What follows belongs to an exercise in optimizing a design on an open flow for small area; a production flow would make more cautious choices. Only simulation tests tie the RTL to the original design; equivalence was not proved.

// fc_neuron_16
module fc_neuron_16 (
	input logic clk,
	input logic rst,
	input logic valid_in,
	input logic [255:0] data_in,
	output logic [15:0] data_out,
	output logic valid_out
);
For scale: roughly 1400 cells after synthesis, about 50 flip-flops, about 22000 µm² of cells after synthesis.
Settings: LEC_CHECK=0, CAP_MARGIN=20, CORE_MARGIN=2, CORE_UTILIZATION=40, GPL_TIMING_DRIVEN=0, SLEW_MARGIN=20, SYNTH_HIERARCHICAL=1; clock period 8.0 ns.
run.sh (not shown) runs the stock make flow with config.mk's settings and CLKGATE_MAP_FILE= SYNTH_SCRIPT=/design/flow/synth_recipe.tcl, a recipe that flattens the netlist after the stock synthesis.
The first run passed the timing, design-rule and antenna checks.
Edit:
- GPL_TIMING_DRIVEN: 0 -> default
=>
- The changed run finished with timing, DRC and antenna clean
- design area came out higher by roughly a tenth
- worst hold slack got worse by 0.0095 ns
- die area is unchanged
Edit:
==> flow/flow/run.sh (new file) <==
#!/bin/bash
set -euo pipefail
export BUFFER_PORTS_ARGS="-buffer_cell sky130_fd_sc_hd__buf_2"
bash standard.sh > standard.log 2>&1
==> flow/standard.sh (new file) <==
#!/bin/bash
# synth_recipe.tcl (not shown) runs the flow's synth.tcl, then flattens the netlist and writes it again
# the make line also repeats each setting of config.mk as NAME=value (left out here)
make -C /OpenROAD-flow-scripts/flow DESIGN_CONFIG=/design/flow/config.mk WORK_HOME=/design/flow/orfs CLKGATE_MAP_FILE= SYNTH_SCRIPT=/design/flow/synth_recipe.tcl "${@:-finish}"
- GPL_TIMING_DRIVEN: default -> 0
removed: flow/run.sh
Outcome: The changed run completed with no timing, DRC or antenna violations. Non-clock buffer count shrinks by 357. Area after synthesis stays the same. Sequential cell count does not change. Hold slack improves by 0.0084 ns. Wire length shrinks by about 13%. Critical path depth shrinks by 3. Clock-buffer cell count shrinks by 2. Via count shrinks by about 8%. Die area is unchanged. Fmax grows by 1.5%.

========
fc_neuron_16, a different RTL version from the one above (not shown whole).
For scale: ~1400 cells after synthesis, ~280 I/O pins.
export LEC_CHECK = 0
export ABC_AREA = 1
export CAP_MARGIN = 20
export CORE_MARGIN = 2
export CORE_UTILIZATION = 40
export CTS_BUF_LIST = sky130_fd_sc_hd__clkbuf_4 sky130_fd_sc_hd__clkbuf_8
export GPL_TIMING_DRIVEN = 0
export SLEW_MARGIN = 20
export SYNTH_HIERARCHICAL = 1
create_clock -name core_clock -period 8.0 [get_ports {clk}]
standard.sh (not shown) runs the stock make flow with config.mk's settings and CLKGATE_MAP_FILE= SYNTH_SCRIPT=/design/flow/synth_recipe.tcl, a recipe that flattens the netlist after the stock synthesis.
==> flow/flow/run.sh <==
#!/bin/bash
set -euo pipefail
export BUFFER_PORTS_ARGS="-buffer_cell sky130_fd_sc_hd__buf_1"
bash standard.sh > standard.log 2>&1
Then changed:
--- a/flow/config.mk
+++ b/flow/config.mk
@@ -6,5 +6,4 @@
 export NUM_CORES = 4
 export LEC_CHECK = 0
-export ABC_AREA = 1
 export CAP_MARGIN = 20
 export CORE_MARGIN = 2
=> Wire length drops by about 2.4%. Worst setup slack barely changes. Die area drops by about 1.5%. Global-route usage drops by 0.27 points. Non-clock buffer count drops by 2. Count of clock-buffer cells in the layout drops by 3. Synthesized cell count drops by about 8%.

========
Another version of the RTL of fc_neuron_16 (not shown whole).
For scale: about 1,300 cells after synthesis, about 97 flip-flops.
export LEC_CHECK = 0
export CAP_MARGIN = 20
export CORE_MARGIN = 2
export CORE_UTILIZATION = 40
export GPL_TIMING_DRIVEN = 0
export SLEW_MARGIN = 20
export SYNTH_HIERARCHICAL = 1
create_clock -name core_clock -period 8.0 [get_ports {clk}]
==> flow/flow/run.sh <==
#!/bin/bash
set -euo pipefail
export BUFFER_PORTS_ARGS="-buffer_cell sky130_fd_sc_hd__buf_2"
bash standard.sh > standard.log 2>&1
The first run passed the timing, design-rule and antenna checks.
Edit:
==> flow/flow/run.sh (replaced) <==
#!/bin/bash
set -euo pipefail
export BUFFER_PORTS_ARGS="-buffer_cell sky130_fd_sc_hd__buf_1"
bash standard.sh > standard.log 2>&1
CORE_UTILIZATION = 52   (was 40)
Outcome: Sequential share of layout area went up by 0.22 points; sequential cell count is unchanged; register-to-register slack got worse by 0.05 ns; hold slack stays flat; routed wire length went down by a few percent; setup slack improved by 0.033 ns.
Edit:
CORE_UTILIZATION = 40   (was 52)
What happened:
- first-iteration DRC count shrinks by about a fifth
- routed wire length climbs by a few percent
- setup slack loses 0.054 ns
- cell area goes up slightly
- hold slack improves by 0.0084 ns
- maximum frequency went down slightly
- die area came out higher by a quarter to a third
- non-clock buffer count does not change
- global-route usage shrinks by 6.7 points
- via count barely changes

========
01-26:
fc_neuron_16, a different RTL version from the one above (not shown whole).
Size in the first run: roughly 69 flip-flops, ~280 I/O pins, ~19000 um^2 of cells after synthesis.
export LEC_CHECK = 0
export CAP_MARGIN = 20
export CORE_MARGIN = 2
export CORE_UTILIZATION = 40
export CTS_BUF_LIST = sky130_fd_sc_hd__clkbuf_4 sky130_fd_sc_hd__clkbuf_8
export CTS_CLUSTER_DIAMETER = 200
export CTS_CLUSTER_SIZE = 40
export GPL_TIMING_DRIVEN = 0
export SETUP_SLACK_MARGIN = 0.05
export SLEW_MARGIN = 20
export SYNTH_HIERARCHICAL = 1
create_clock -name core_clock -period 8.0 [get_ports {clk}]
==> flow/flow/run.sh <==
#!/bin/bash
set -euo pipefail
export BUFFER_PORTS_ARGS="-buffer_cell sky130_fd_sc_hd__buf_1"
bash standard.sh > standard.log 2>&1
01-26 reached the end of the flow, and the finished layout is clean on the timing, design-rule and antenna checks.
What 06-03 does differently from 01-26 at the input level:
Settings: removing CTS_CLUSTER_DIAMETER (formerly 200); removing CTS_CLUSTER_SIZE (formerly 40).
Results
Status: worst relative slew slack parity (01-26, 06-03)
Comparing 01-26 against 06-03, there is no change at all in instance count after placement with tap cells included.
06-03 against 01-26: non-filler instance count after layout flat, net count of the finished layout flat, non-clock buffer count flat, worst setup slack flat.
The footprint of the flip-flops and latches was comparable across 06-03 and 01-26.
In terms of detailed-route wire length, 06-03 and 01-26 differ only marginally.
There was hardly any difference in final count of negative-setup-slack endpoints between 06-03 and 01-26.

what the ideal ports hide:
How much do the figures lean on ideal ports? The routed layouts below were timed once more, with nothing changed but the port constraints.
Step 1 assumes that a clkbuf_16 drives the clock port and a buf_2 every other input.
Step 2 adds t to the input delays and takes it off the output delays; t is the mean of the earliest and latest rising clock arrival at the registers after step 1. Input paths then give back, and output paths get back, about the clock's delay inside the block.
Slacks: ideal ports / drivers / drivers and shift; pairs: ideal ports / drivers.
| run | t (ns) | setup WS [ns] | worst slew at a driven data input, ns |
|---|---|---|---|
| the first run of note 1 | 0.335 | 0.111 / 0.132 / -0.203 | 0.08 |
| the second run of note 1 | 0.329 | 0.080 / 0.094 / -0.235 | 0.07 |
| the third run of note 1 | 0.343 | 0.198 / 0.218 / -0.125 | 0.08 |
| the first run of note 2 | 0.380 | 0.135 / 0.143 / -0.236 | 0.07 |
| the second run of note 2 | 0.390 | 0.138 / 0.143 / -0.246 | 0.05 |
| the first run of note 3 | 0.384 | 0.127 / 0.141 / -0.243 | 0.04 |
| the second run of note 3 | 0.368 | 0.160 / 0.175 / -0.193 | 0.04 |
| the third run of note 3 | 0.381 | 0.105 / 0.119 / -0.262 | 0.08 |
| 01-26 | 0.394 | 0.157 / 0.165 / -0.228 | 0.08 |
| 06-03 | 0.394 | 0.157 / 0.165 / -0.228 | 0.08 |
With both steps, setup timing fails in every run listed, where it was met with ideal ports.
